What follows belongs to an exercise in optimizing a design on an open flow for small area; a production flow would make more cautious choices. Only simulation tests tie the RTL to the original design; equivalence was not proved. Power figures rest on the tool's default switching activity, not on a simulated workload.

## cluster_centroid_n
module cluster_centroid_n #(
  parameter int IMG_WIDTH    = 640,
  parameter int IMG_HEIGHT   = 480,
  parameter int NUM_CLUSTERS = 3,
  parameter int COLOR_W      = 12,
  parameter int DIST_THRESH  = 64,
  parameter int MIN_COUNT    = 4,
  localparam int XW = $clog2(IMG_WIDTH),
  localparam int YW = $clog2(IMG_HEIGHT),
  localparam int IW = (NUM_CLUSTERS > 1) ? $clog2(NUM_CLUSTERS) : 1
) (
  input  logic                         clk,
  input  logic                         rst,
  input  logic signed [COLOR_W-1:0]    pixel_r,
  input  logic signed [COLOR_W-1:0]    pixel_g,
  input  logic signed [COLOR_W-1:0]    pixel_b,
  input  logic                         pixel_valid,
  input  logic [XW-1:0]                x,
  input  logic [YW-1:0]                y,
  input  logic                         ref_wr_en,
  input  logic [IW-1:0]                ref_wr_idx,
  input  logic signed [COLOR_W-1:0]    ref_wr_r,
  input  logic signed [COLOR_W-1:0]    ref_wr_g,
  input  logic signed [COLOR_W-1:0]    ref_wr_b,
  output logic [NUM_CLUSTERS*XW-1:0]   centroid_x,
  output logic [NUM_CLUSTERS*YW-1:0]   centroid_y,
  output logic [NUM_CLUSTERS-1:0]      found,
  output logic                         frame_done,
  output logic                         busy,
  output logic                         overrun
);
Size: roughly 2900 cells after synthesis, about 30000 um^2 of cells after synthesis.
Settings: LEC_CHECK=0, CAP_MARGIN=20, CORE_MARGIN=2, CORE_UTILIZATION=60, CTS_CLUSTER_DIAMETER=90, CTS_CLUSTER_SIZE=26, GPL_TIMING_DRIVEN=0, SETUP_SLACK_MARGIN=0.1, SLEW_MARGIN=20; clock period 8.0 ns.
standard.sh (not shown) runs the stock make flow with config.mk's settings and CLKGATE_MAP_FILE= SYNTH_SCRIPT=/design/flow/synth_recipe.tcl, a recipe that flattens the netlist after the stock synthesis.
==> flow/flow/run.sh <==
#!/bin/bash
# The standard synthesis; then two rewrites of the gate netlist that keep
# its function and its registers: each 2:1 multiplexer cell becomes the
# smaller AND-OR cell of the same function (muxopt.py), and each full adder is
# set in the polarity that needs the fewest inverters (polopt.py); then the standard flow's
# standard layout, with the smallest buffer on the ports.
# Every tool writes its full output to a log file in this folder.
set -euo pipefail
export BUFFER_PORTS_ARGS="-buffer_cell sky130_fd_sc_hd__buf_1"
R="$PWD/orfs/results/${FLOW_PLATFORM}/cluster_centroid_n/base"
bash standard.sh "$R/1_2_yosys.v" > flow_synth.log 2>&1
cp "$R/1_2_yosys.v" "$R/1_2_yosys.std.v"
python3 flow/muxopt.py "$R/1_2_yosys.std.v" "$R/1_2_yosys.mux.v" > flow_muxopt.log 2>&1
python3 flow/polopt.py "$R/1_2_yosys.mux.v" "$R/1_2_yosys.pol.v" > flow_polopt.log 2>&1
mv "$R/1_2_yosys.pol.v" "$R/1_2_yosys.v"
bash standard.sh > flow_make.log 2>&1
Other scripts of this flow, unchanged in this note and not shown: flow/flow/muxopt.py, flow/flow/polopt.py
Change:
--- a/flow/flow/run.sh
+++ b/flow/flow/run.sh
@@ -4,8 +4,10 @@
 # smaller AND-OR cell of the same function (muxopt.py), and each full adder is
 # set in the polarity that needs the fewest inverters (polopt.py); then the standard flow's
-# standard layout, with the smallest buffer on the ports.
+# standard layout, with the smallest buffer on the ports and power recovery
+# (downsizing gates off the critical paths) after global routing.
 # Every tool writes its full output to a log file in this folder.
 set -euo pipefail
 export BUFFER_PORTS_ARGS="-buffer_cell sky130_fd_sc_hd__buf_1"
+export RECOVER_POWER=100
 R="$PWD/orfs/results/${FLOW_PLATFORM}/cluster_centroid_n/base"
 bash standard.sh "$R/1_2_yosys.v" > flow_synth.log 2>&1
- CORE_UTILIZATION: 60 -> 75
- CTS_CLUSTER_DIAMETER: 90 -> 100
- CTS_CLUSTER_SIZE: 26 -> 24
- SETUP_SLACK_MARGIN: 0.1 -> not set
Sequential share of layout area went up by 0.61 points.
Clock power decreases by about 10%.
Worst setup slack is worse by 0.10 ns.
Core utilization is higher by 15 points.
Clock skew climbs by 0.011 ns.
Via count is higher by 3.1%.
Combinational power shrinks by 5.7%.
Fmax is lower by 1.3%.

---

cluster_centroid_n again, from the RTL that the note above started with.
clock: 8.0 ns
lec_check: 0
cap_margin: 20
core_margin: 2
core_utilization: 60
cts_cluster_diameter: 90
cts_cluster_size: 26
gpl_timing_driven: 0
place_density: 0.8
slew_margin: 20
==> flow/flow/run.sh <==
#!/bin/bash
# The standard layout, with the smallest buffer on the input and output ports.
set -euo pipefail
export BUFFER_PORTS_ARGS="-buffer_cell sky130_fd_sc_hd__buf_1"
bash standard.sh > flow_make.log 2>&1
Then changed:
--- a/flow/config.mk
+++ b/flow/config.mk
@@ -14 +13,0 @@
-export PLACE_DENSITY = 0.8
What happened:
- non-clock buffer count decreases by 4
- via count drops by about 0.4%
- worst hold slack degrades by 0.030 ns

---

Setup of v6:
cluster_centroid_n, a different RTL version from the one above (not shown whole).
For scale: roughly 670 flip-flops, about 31000 sq um of cells after synthesis.
==> flow/config.mk <==
export PLATFORM = sky130hd
export DESIGN_NAME = cluster_centroid_n
export DESIGN_NICKNAME = cluster_centroid_n
export VERILOG_FILES = /design/flow/design.v
export SDC_FILE = /design/flow/constraint.sdc
export NUM_CORES = 4
export LEC_CHECK = 0
export CAP_MARGIN = 20
export CORE_MARGIN = 2
export CORE_UTILIZATION = 60
export CTS_CLUSTER_DIAMETER = 50
export CTS_CLUSTER_SIZE = 36
export GPL_TIMING_DRIVEN = 0
export PLACE_DENSITY = 0.8
export SLEW_MARGIN = 20
==> flow/constraint.sdc <==
create_clock -name core_clock -period 8.0 [get_ports {clk}]
set_input_delay 1.6000 -clock core_clock [delete_from_list [all_inputs] [get_ports {clk}]]
set_output_delay 1.6000 -clock core_clock [all_outputs]
set_load 0.01 [all_outputs]
Scripts as last shown in full above: flow/flow/run.sh
v6 closes out successfully: all stages finished, all timing, DRC and antenna checks passed.
Edits applied to the flow inputs when going from v6 to v7:
- CTS_CLUSTER_DIAMETER: 50 -> 90
- CTS_CLUSTER_SIZE: 36 -> 26
- PLACE_DENSITY: 0.8 -> unset
-- flow/flow/run.sh --
<<< v6, line 2
# The standard layout, with the smallest buffer on the input and output ports.
>>> v7, line 2
# The standard layout, with the smallest buffer on the input and output ports
# and the synthesis buffers taken out before placement.
<<< v6, line 5
>>> v7, line 6
export REMOVE_ABC_BUFFERS=1
Notes after the runs:
- In v7 the internal power consumption turned out about 8% lower than in v6.
- v7 — arrival time of the worst setup path 0.06 ns lower, v6 as reference
- Row antenna diode count: v7 lower / v6 higher

---

## wip/fjord
RTL: one of the versions met above, not the one the previous note started from.
Size: roughly 160 I/O pins, roughly 30000 um2 of cells after synthesis.
export LEC_CHECK = 0
export CAP_MARGIN = 20
export CORE_MARGIN = 2
export CORE_UTILIZATION = 70
export CTS_CLUSTER_DIAMETER = 80
export CTS_CLUSTER_SIZE = 28
export GPL_TIMING_DRIVEN = 0
export SLEW_MARGIN = 20
create_clock -name core_clock -period 8.0 [get_ports {clk}]
==> flow/flow/run.sh <==
#!/bin/bash
# The standard synthesis; then two rewrites of the gate netlist that keep
# its function and its registers: each 2:1 multiplexer cell becomes the
# smaller AND-OR cell of the same function (muxopt.py), and each full adder is
# set in the polarity that needs the fewest inverters (polopt.py); then the standard flow's
# standard layout, with the smallest buffer on the ports and power recovery
# (downsizing gates off the critical paths) after global routing.
# Every tool writes its full output to a log file in this folder.
set -euo pipefail
export BUFFER_PORTS_ARGS="-buffer_cell sky130_fd_sc_hd__buf_1"
export RECOVER_POWER=100
R="$PWD/orfs/results/${FLOW_PLATFORM}/cluster_centroid_n/base"
bash standard.sh "$R/1_2_yosys.v" > flow_synth.log 2>&1
cp "$R/1_2_yosys.v" "$R/1_2_yosys.std.v"
python3 flow/muxopt.py "$R/1_2_yosys.std.v" "$R/1_2_yosys.mux.v" > flow_muxopt.log 2>&1
python3 flow/polopt.py "$R/1_2_yosys.mux.v" "$R/1_2_yosys.pol.v" > flow_polopt.log 2>&1
mv "$R/1_2_yosys.pol.v" "$R/1_2_yosys.v"
bash standard.sh > flow_make.log 2>&1
Other scripts of this flow, unchanged in this note and not shown: flow/flow/muxopt.py, flow/flow/polopt.py
wip/fjord completed end to end with timing, DRC and antenna clean.
[inputs] wip/xenon vs wip/fjord
- swapping 70 for 60 in CORE_UTILIZATION
- swapping 80 for 90 in CTS_CLUSTER_DIAMETER
- swapping 28 for 26 in CTS_CLUSTER_SIZE
- putting PLACE_DENSITY at 0.8 where nothing was set
- putting SETUP_SLACK_MARGIN at 0.05 where nothing was set
diff --git a/flow/flow/run.sh b/flow/flow/run.sh
--- a/flow/flow/run.sh
+++ b/flow/flow/run.sh
@@ -4,6 +4,5 @@
 # smaller AND-OR cell of the same function (muxopt.py), and each full adder is
 # set in the polarity that needs the fewest inverters (polopt.py); then the standard flow's
-# standard layout, with the smallest buffer on the ports and power recovery
-# (downsizing gates off the critical paths) after global routing.
+# standard layout, with the smallest buffer on the ports.
 # Every tool writes its full output to a log file in this folder.
 set -euo pipefail
--- outcome ---
When wip/xenon is measured against wip/fjord, its synthesis-to-layout area growth turns out 0.26 points higher. Relative to wip/fjord, the hold slack of wip/xenon is higher by 0.011 ns. wip/xenon vs. wip/fjord: total power went up by about 0.9%. Per the comparison of wip/xenon with wip/fjord, final worst slack +0.015 ns; filler-free cell count of the finished design +about 3.3%. Number of vias in the routed layout improves in wip/xenon relative to wip/fjord. The non-clock buffer instance count of the final layout reported for wip/xenon is smaller than that of wip/fjord by about 0.7%.
What wip/yarrow does differently from wip/xenon at the input level:
- CORE_UTILIZATION changed from 60 to 70
- PLACE_DENSITY removed (was 0.8)
- SETUP_SLACK_MARGIN removed (was 0.05)
diff --git a/flow/flow/run.sh b/flow/flow/run.sh
--- a/flow/flow/run.sh
+++ b/flow/flow/run.sh
@@ -4,5 +4,6 @@
 # smaller AND-OR cell of the same function (muxopt.py), and each full adder is
 # set in the polarity that needs the fewest inverters (polopt.py); then the standard flow's
-# standard layout, with the smallest buffer on the ports.
+# standard layout, with the smallest buffer on the ports and power recovery
+# (downsizing gates off the critical paths) after global routing.
 # Every tool writes its full output to a log file in this folder.
 set -euo pipefail
### Flow results
wip/yarrow closes out successfully: all stages finished, all timing, DRC and antenna checks passed. Per the comparison of wip/yarrow with wip/xenon, clock share of power now sits lower; first-iteration DRC count now sits lower; count of buffers inserted at the top-level ports now sits at about the same level; routability-driven placement congestion ratio now sits lower. Cmp wip/xenon and wip/yarrow / utilization / higher: wip/yarrow. As of wip/yarrow, count of standard-cell rows had fallen by a little under 10% compared to wip/xenon.
Input-level comparison between wip/cedar and wip/yarrow:
- changing CORE_UTILIZATION from 70 to 60
diff --git a/flow/flow/run.sh b/flow/flow/run.sh
--- a/flow/flow/run.sh
+++ b/flow/flow/run.sh
@@ -4,6 +4,5 @@
 # smaller AND-OR cell of the same function (muxopt.py), and each full adder is
 # set in the polarity that needs the fewest inverters (polopt.py); then the standard flow's
-# standard layout, with the smallest buffer on the ports and power recovery
-# (downsizing gates off the critical paths) after global routing.
+# standard layout, with the smallest buffer on the ports.
 # Every tool writes its full output to a log file in this folder.
 set -euo pipefail
==> comparison <==
The final standard cell utilization of the core in wip/cedar was lower than what wip/yarrow gave. Summary of wip/cedar over wip/yarrow: internal power rose 0.15 mW, multi-input gate area in the final layout fell 95 um2, number of antenna violations at the first check in global routing fell 1. Diff wip/cedar..wip/yarrow | met2 routed wirelength | negligible. Going from wip/yarrow to wip/cedar, first-pass GRT wire length saw a decrease, sequential share of power down 1.1 points, final wirelength decreased by about 0.37% relative to the old numbers. Compared with wip/yarrow, wip/cedar improves final hold slack. Looking at power consumption, wip/cedar sits about 3% higher than wip/yarrow does. Re post-route cell area: wip/cedar and wip/yarrow aren't equal, and the lower value belongs to wip/yarrow. Looking at launching element of the worst setup path, the pixel_b[0] result is from wip/cedar; the r_hit[0] one comes from wip/yarrow.
The inputs of wip/onyx differ from those of wip/cedar as listed below.
- a change of CORE_UTILIZATION from 60 to 70
- a change of GPL_TIMING_DRIVEN from 0 to 1
diff --git a/flow/flow/run.sh b/flow/flow/run.sh
--- a/flow/flow/run.sh
+++ b/flow/flow/run.sh
@@ -4,5 +4,6 @@
 # smaller AND-OR cell of the same function (muxopt.py), and each full adder is
 # set in the polarity that needs the fewest inverters (polopt.py); then the standard flow's
-# standard layout, with the smallest buffer on the ports.
+# standard layout, with the smallest buffer on the ports and power recovery
+# (downsizing gates off the critical paths) after global routing.
 # Every tool writes its full output to a log file in this folder.
 set -euo pipefail
==> results.txt <==
The instance area after placement of wip/cedar and that of wip/onyx are within noise of each other.
r_hit[1] as the capture point of the worst path was reported by wip/cedar, and r_ch[166] by wip/onyx.
To summarise wip/onyx: no stage aborted, but the layout did not pass its checks, failing on capacitance limit, slew limit.
Compare wip/cedar and wip/onyx | setup slack lower: wip/cedar
From wip/cedar to wip/onyx the numbers moved as follows: quantity of gates resized following cts lower; met1 usage in global routing higher; final core utilization higher.
Relative to wip/cedar, met3 demand-to-capacity share in global routing decreased by 0.18 points in wip/onyx.
When the final numbers for wip/cedar and wip/onyx were put side by side, the combinational fraction of design power turned out to be greater in wip/onyx.

-- what the ideal ports hide --
No port has a modelled driver above. Below, the same layouts with a new extraction and two added sets of constraints.
Step 1 assumes that a clkbuf_16 drives the clock port and a buf_2 every other input.
Step 2 moves the port delays by t, midway between the first and last clock arrival at a register: inputs arrive t later, outputs are due t later. That takes back most of the time a late clock gives input paths.
Slacks: ideal / step 1 / step 2; pairs: ideal / step 1.
run | shift t [ns] | setup WS [ns] | clock arrival spread, ns | worst register clock-pin slew, ns
the first run of note 1 | 0.703 | 0.296 / 0.335 / -0.368 | 0.023 / 0.024 | 0.11 / 0.11
the second run of note 1 | 0.674 | 0.194 / 0.218 / -0.456 | 0.036 / 0.036 | 0.11 / 0.11
the first run of note 2 | 0.690 | 0.260 / 0.271 / -0.393 | 0.041 / 0.040 | 0.11 / 0.11
the second run of note 2 | 0.629 | 0.190 / 0.224 / -0.405 | 0.047 / 0.046 | 0.10 / 0.10
v6 | 0.689 | 0.268 / 0.304 / -0.385 | 0.045 / 0.044 | 0.10 / 0.10
v7 | 0.625 | 0.239 / 0.274 / -0.351 | 0.022 / 0.023 | 0.10 / 0.10
wip/fjord | 0.684 | 0.231 / 0.239 / -0.426 | 0.036 / 0.037 | 0.11 / 0.11
wip/xenon | 0.689 | 0.247 / 0.247 / -0.384 | 0.034 / 0.035 | 0.11 / 0.11
wip/yarrow | 0.681 | 0.232 / 0.232 / -0.417 | 0.027 / 0.027 | 0.11 / 0.11
wip/cedar | 0.689 | 0.196 / 0.231 / -0.458 | 0.056 / 0.055 | 0.12 / 0.12
wip/onyx | 0.655 | 0.268 / 0.268 / -0.301 | 0.034 / 0.035 | 0.11 / 0.11
For the first run of note 1, which loses most, drivers alone change the setup slack by +0.039 ns; drivers and shift together by -0.664 ns.
